Source: an optimization exercise on an open RTL-to-GDS flow (aim: small area and a short achievable clock period). Production flows keep margins and buffers that such runs may drop.
Where RTL was checked, it was by simulation tests only, not by an equivalence proof against the original.

==> wip/ember: inputs <==
==> flow/design.v <==
module arp_cache #(
  parameter int DEPTH     = 16,
  parameter int AGE_W     = 8,
  parameter int AGE_LIMIT = 200,
  parameter int TICK_DIV  = 16
) (
  input  logic                     i_clk,
  input  logic                     i_rst,
  input  logic                     i_upd_valid,
  input  logic [31:0]              i_upd_ip,
  input  logic [47:0]              i_upd_mac,
  input  logic                     i_seek_valid,
  input  logic [31:0]              i_seek_ip,
  input  logic                     i_flush,
  output logic                     o_seek_valid,
  output logic                     o_seek_hit,
  output logic [47:0]              o_seek_mac,
  output logic [$clog2(DEPTH):0]   o_count
);
  localparam int IDX_W = $clog2(DEPTH);
  localparam int CNT_W = $clog2(TICK_DIV + 1);
  localparam logic [AGE_W-1:0] AGE_MAX = '1;
  localparam logic [AGE_W-1:0] AGE_LIM = AGE_W'(AGE_LIMIT);
  logic flush;
  assign flush = i_flush;
  logic [31:0]      tbl_ip  [DEPTH];
  logic [47:0]      tbl_mac [DEPTH];
  logic [AGE_W-1:0] tbl_age [DEPTH];
  logic [AGE_W-1:0] age_inc [DEPTH];
  logic [DEPTH-1:0] tbl_valid;
  logic             s1_valid, s1_hit;
  logic [IDX_W-1:0] s1_idx;
  logic [31:0]      s1_ip;
  logic [47:0]      s1_mac;
  logic             match_hit, free_found, wr_en, bypass, tick, seek_hit_c;
  logic [IDX_W-1:0] match_idx, free_idx, wr_idx, victim;
  logic [CNT_W-1:0] tick_cnt;
  logic [47:0]      seek_mac_c;
  logic [IDX_W:0]   cnt_c;
  always_comb begin
    match_hit = 1'b0;
    match_idx = '0;
    for (int i = 0; i < DEPTH; i++) begin
      if (tbl_valid[i] && tbl_ip[i] == i_upd_ip) begin
        match_hit = 1'b1;
        match_idx = IDX_W'(i);
      end
    end
  end
  always_comb begin
    free_found = 1'b0;
    free_idx   = '0;
    for (int i = DEPTH - 1; i >= 0; i--) begin
      if (!tbl_valid[i]) begin
        free_found = 1'b1;
        free_idx   = IDX_W'(i);
      end
    end
    wr_en = s1_valid & ~flush;
    if (s1_hit)          wr_idx = s1_idx;
    else if (free_found) wr_idx = free_idx;
    else                 wr_idx = victim;
  end
  assign bypass = s1_valid && (s1_ip == i_upd_ip);
  assign tick   = (tick_cnt == CNT_W'(TICK_DIV - 1));
  always_comb begin
    for (int i = 0; i < DEPTH; i++) begin
      age_inc[i] = (tbl_age[i] == AGE_MAX) ? AGE_MAX : tbl_age[i] + AGE_W'(1);
    end
  end
  always_comb begin
    seek_hit_c = 1'b0;
    seek_mac_c = '1;
    cnt_c      = '0;
    for (int i = 0; i < DEPTH; i++) begin
      if (tbl_valid[i] && tbl_ip[i] == i_seek_ip) begin
        seek_hit_c = 1'b1;
        seek_mac_c = tbl_mac[i];
      end
      cnt_c = cnt_c + (IDX_W + 1)'(tbl_valid[i]);
    end
  end
  always_ff @(posedge i_clk or posedge i_rst) begin
    if (i_rst) begin
      s1_valid <= 1'b0;
      s1_hit   <= 1'b0;
      s1_idx   <= '0;
      s1_ip    <= '0;
      s1_mac   <= '0;
    end else begin
      s1_valid <= i_upd_valid && (i_upd_ip != 32'd0) && !flush;
      s1_hit   <= bypass || match_hit;
      s1_idx   <= bypass ? wr_idx : match_idx;
      s1_ip    <= i_upd_ip;
      s1_mac   <= i_upd_mac;
    end
  end
  always_ff @(posedge i_clk) begin
    if (wr_en) begin
      tbl_ip[wr_idx]  <= s1_ip;
      tbl_mac[wr_idx] <= s1_mac;
    end
  end
  always_ff @(posedge i_clk or posedge i_rst) begin
    if (i_rst) begin
      tbl_valid <= '0;
      for (int i = 0; i < DEPTH; i++) tbl_age[i] <= '0;
    end else if (flush) begin
      tbl_valid <= '0;
      for (int i = 0; i < DEPTH; i++) tbl_age[i] <= '0;
    end else begin
      for (int i = 0; i < DEPTH; i++) begin
        if (wr_en && wr_idx == IDX_W'(i)) begin
          tbl_valid[i] <= 1'b1;
          tbl_age[i]   <= '0;
        end else if (tick && tbl_valid[i]) begin
          tbl_age[i] <= age_inc[i];
          if (age_inc[i] >= AGE_LIM) tbl_valid[i] <= 1'b0;
        end
      end
    end
  end
  always_ff @(posedge i_clk or posedge i_rst) begin
    if (i_rst) begin
      victim       <= '0;
      tick_cnt     <= '0;
      o_seek_valid <= 1'b0;
      o_seek_hit   <= 1'b0;
      o_seek_mac   <= '1;
      o_count      <= '0;
    end else begin
      if (flush)
        victim <= '0;
      else if (wr_en && !s1_hit && !free_found)
        victim <= victim + IDX_W'(1);
      tick_cnt     <= tick ? '0 : tick_cnt + CNT_W'(1);
      o_seek_valid <= i_seek_valid;
      o_seek_hit   <= i_seek_valid && seek_hit_c;
      o_seek_mac   <= (i_seek_valid && seek_hit_c) ? seek_mac_c : '1;
      o_count      <= cnt_c;
    end
  end
endmodule
==> flow/run.sh <==
#!/bin/bash
# synth_recipe.tcl (not shown) runs the flow's synth.tcl, then flattens the netlist and writes it again
# the make line also repeats each setting of config.mk as NAME=value (left out here)
make -C /OpenROAD-flow-scripts/flow DESIGN_CONFIG=/design/flow/config.mk WORK_HOME=/design/flow/orfs CLKGATE_MAP_FILE= SYNTH_SCRIPT=/design/flow/synth_recipe.tcl finish
==> flow/config.mk <==
export PLATFORM = sky130hd
export DESIGN_NAME = arp_cache
export DESIGN_NICKNAME = arp_cache
export VERILOG_FILES = /design/flow/design.v
export SDC_FILE = /design/flow/constraint.sdc
export NUM_CORES = 4
export LEC_CHECK = 0
export CAP_MARGIN = 20
export CORE_MARGIN = 2
export CORE_UTILIZATION = 40
export SLEW_MARGIN = 20
==> flow/constraint.sdc <==
create_clock -name core_clock -period 6.0 [get_ports {i_clk}]
set_input_delay 1.2000 -clock core_clock [delete_from_list [all_inputs] [get_ports {i_clk}]]
set_output_delay 1.2000 -clock core_clock [all_outputs]
set_load 0.01 [all_outputs]
==> inputs of wip/raven, as changes to wip/ember <==
==> flow/design.v (replaced) <==
module arp_cache #(
  parameter int DEPTH     = 16,
  parameter int AGE_W     = 8,
  parameter int AGE_LIMIT = 200,
  parameter int TICK_DIV  = 16
) (
  input  logic                     i_clk,
  input  logic                     i_rst,
  input  logic                     i_upd_valid,
  input  logic [31:0]              i_upd_ip,
  input  logic [47:0]              i_upd_mac,
  input  logic                     i_seek_valid,
  input  logic [31:0]              i_seek_ip,
  input  logic                     i_flush,
  output logic                     o_seek_valid,
  output logic                     o_seek_hit,
  output logic [47:0]              o_seek_mac,
  output logic [$clog2(DEPTH):0]   o_count
);
  localparam int IDX_W = $clog2(DEPTH);
  localparam int TCK_W = $clog2(TICK_DIV);
  logic flush;
  assign flush = i_flush;
  logic [31:0]      tbl_ip  [DEPTH];
  logic [47:0]      tbl_mac [DEPTH];
  logic [AGE_W-1:0] tbl_exp [DEPTH];
  logic [DEPTH-1:0] tbl_valid;
  logic             s1_valid;
  logic [DEPTH-1:0] s1_m;
  logic [31:0]      s1_ip;
  logic [47:0]      s1_mac;
  logic [TCK_W-1:0] tick_cnt;
  logic [AGE_W-1:0] gtick;
  logic [IDX_W-1:0] victim;
  logic [2:0]       grp_cnt [4];
  logic             tick, upd_acc, bypass, s1_hit, any_free, adv, seek_hit_c;
  logic [AGE_W-1:0] exp_new;
  logic [DEPTH-1:0] wsel, expire, keep, upd_m, seek_m, vnext, free_oh, vict_oh;
  logic [2:0]       keep_cnt [4];
  logic [3:0]       grp_add;
  logic [47:0]      seek_mac_c;
  logic [IDX_W:0]   cnt_c;
  assign tick    = &tick_cnt;
  assign upd_acc = i_upd_valid && (i_upd_ip != 32'd0) && !flush;
  assign bypass  = s1_valid && (s1_ip == i_upd_ip);
  assign exp_new = gtick + AGE_W'(AGE_LIMIT - 1) + AGE_W'(tick);
  always_comb begin
    s1_hit   = |s1_m;
    any_free = ~&tbl_valid;
    for (int i = 0; i < DEPTH; i++) begin
      free_oh[i] = ~tbl_valid[i];
      for (int j = 0; j < i; j++) free_oh[i] = free_oh[i] & tbl_valid[j];
      vict_oh[i] = (victim == IDX_W'(i));
      wsel[i]    = s1_valid & (s1_hit ? s1_m[i] : (any_free ? free_oh[i] : vict_oh[i]));
    end
    adv = s1_valid & ~s1_hit & ~any_free;
  end
  always_comb begin
    for (int i = 0; i < DEPTH; i++) begin
      expire[i] = tick & tbl_valid[i] & (tbl_exp[i] == gtick);
      upd_m[i]  = tbl_valid[i] & (tbl_ip[i] == i_upd_ip);
      seek_m[i] = tbl_valid[i] & (tbl_ip[i] == i_seek_ip);
      keep[i]   = tbl_valid[i] & ~expire[i];
      vnext[i]  = wsel[i] | keep[i];
    end
  end
  always_comb begin
    seek_hit_c = |seek_m;
    seek_mac_c = '0;
    for (int i = 0; i < DEPTH; i++)
      seek_mac_c = seek_mac_c | ({48{seek_m[i]}} & tbl_mac[i]);
  end
  always_comb begin
    for (int g = 0; g < 4; g++) begin
      keep_cnt[g] = 3'(keep[4*g]) + 3'(keep[4*g+1]) + 3'(keep[4*g+2]) + 3'(keep[4*g+3]);
      grp_add[g]  = |(wsel[4*g +: 4] & ~keep[4*g +: 4]);
    end
  end
  always_comb begin
    cnt_c = '0;
    for (int g = 0; g < 4; g++) cnt_c = cnt_c + (IDX_W + 1)'(grp_cnt[g]);
  end
  always_ff @(posedge i_clk or posedge i_rst) begin
    if (i_rst) s1_valid <= 1'b0;
    else       s1_valid <= upd_acc;
  end
  always_ff @(posedge i_clk) begin
    s1_m   <= bypass ? wsel : upd_m;
    s1_ip  <= i_upd_ip;
    s1_mac <= i_upd_mac;
  end
  for (genvar i = 0; i < DEPTH; i++) begin : g_ent
    always_ff @(posedge i_clk) begin
      if (wsel[i]) begin
        tbl_ip[i]  <= s1_ip;
        tbl_mac[i] <= s1_mac;
        tbl_exp[i] <= exp_new;
      end
    end
  end
  always_ff @(posedge i_clk or posedge i_rst) begin
    if (i_rst) begin
      tbl_valid <= '0;
      for (int g = 0; g < 4; g++) grp_cnt[g] <= '0;
    end else if (flush) begin
      tbl_valid <= '0;
      for (int g = 0; g < 4; g++) grp_cnt[g] <= '0;
    end else begin
      tbl_valid <= vnext;
      for (int g = 0; g < 4; g++)
        grp_cnt[g] <= grp_add[g] ? keep_cnt[g] + 3'd1 : keep_cnt[g];
    end
  end
  always_ff @(posedge i_clk or posedge i_rst) begin
    if (i_rst) begin
      victim       <= '0;
      tick_cnt     <= '0;
      gtick        <= '0;
      o_seek_valid <= 1'b0;
      o_seek_hit   <= 1'b0;
      o_seek_mac   <= '1;
      o_count      <= '0;
    end else begin
      if (flush)
        victim <= '0;
      else if (adv)
        victim <= victim + IDX_W'(1);
      tick_cnt     <= tick_cnt + TCK_W'(1);
      if (tick) gtick <= gtick + AGE_W'(1);
      o_seek_valid <= i_seek_valid;
      o_seek_hit   <= i_seek_valid && seek_hit_c;
      o_seek_mac   <= (i_seek_valid && seek_hit_c) ? seek_mac_c : '1;
      o_count      <= cnt_c;
    end
  end
endmodule
- CORE_UTILIZATION: 40 -> 60
- CTS_BUF_LIST: default -> sky130_fd_sc_hd__clkbuf_8 sky130_fd_sc_hd__clkbuf_16
- CTS_CLUSTER_DIAMETER: default -> 80
- CTS_CLUSTER_SIZE: default -> 20
- SETUP_SLACK_MARGIN: default -> 3.0
==> comparison table <==
| metric | wip/raven | wip/ember |
|---|---|---|
| Sink of the worst hold path | o_count[0]$_DFF_PP0_ | o_seek_mac[45]$_DFF_PP1_ |
| Synthesized Nets | 4606 | 5688 |
| Die Height | 341 um | 430 um |
| Count of placed standard cells in the final layout, fillers left out | 6442 | 8281 |
| Fin worst setup slack | 2.79 ns | 1.37 ns |
| Post-CTS setup-driven buffer insertion count | 116 | 0 |
| Basic-gate share of the synthesized area counting and, or, nand and nor cells | 0.0819 | 0.101 |
| Result of the run | no timing/DRC/antenna violations | no timing/DRC/antenna violations |
| Number of warnings printed during yosys synthesis | 6 | 3 |
| GR Util All Layers | 0.434 | 0.269 |
| Clock network latency to the later pin of the worst-skew pair | 0.75 ns | 0.83 ns |
| Final non-filler cell area | 79300 sq um | 83200 sq um |
| Share of post-route cells with drive strength above 1 | 0.174 | 0.123 |
| Worst reg2reg endpoint | s1_m[5]$_DFF_P_ | tbl_mac[13][13]$_DFFE_PP_ |
| Number of gates given a new drive strength after cts | 547 | 0 |
| Post-Synth XOR/XNOR Area | 0.155 | 0.129 |
| Number of buffers outside the clock class in the layout | 576 | 390 |
| Max incr delay on CP | 0.76 ns | 0.92 ns |
| Synthesized area per cell | 15.3 sq um | 13.1 sq um |
| RSZ-0062 raised after global routing | true | false |
| Critical Path Fanout Max | 8 | 32 |
For wip/raven, only the layout was checked, not whether the RTL still works.

afterwards: timing with drivers on the ports:
The results above use ideal ports. As a check the final layouts listed here were re-extracted and re-timed, cells and wires unchanged.
Step 1: set_driving_cell puts a clkbuf_16 on i_clk and a buf_2 on each other input, an assumption about the parent block.
Step 2 also shifts input and output timing later by t, the mid clock arrival at the registers, as if the neighbouring blocks saw the same clock.
Three values: no drivers, after step 1, after step 2; two values: the first two.
run | shift t [ns] | slack for setup (ns) | worst setup path at the end | worst slew at a driven data input, ns
wip/ember | 0.901 | 1.369 / 1.369 / 0.546 | input to register | 0.08
wip/raven | 0.812 | 2.789 / 2.816 / 2.004 | input to register | 0.07
After both steps every run listed still meets setup and hold. For wip/ember, which loses most, drivers alone change the setup slack by 0.000 ns; drivers and shift together by -0.823 ns.
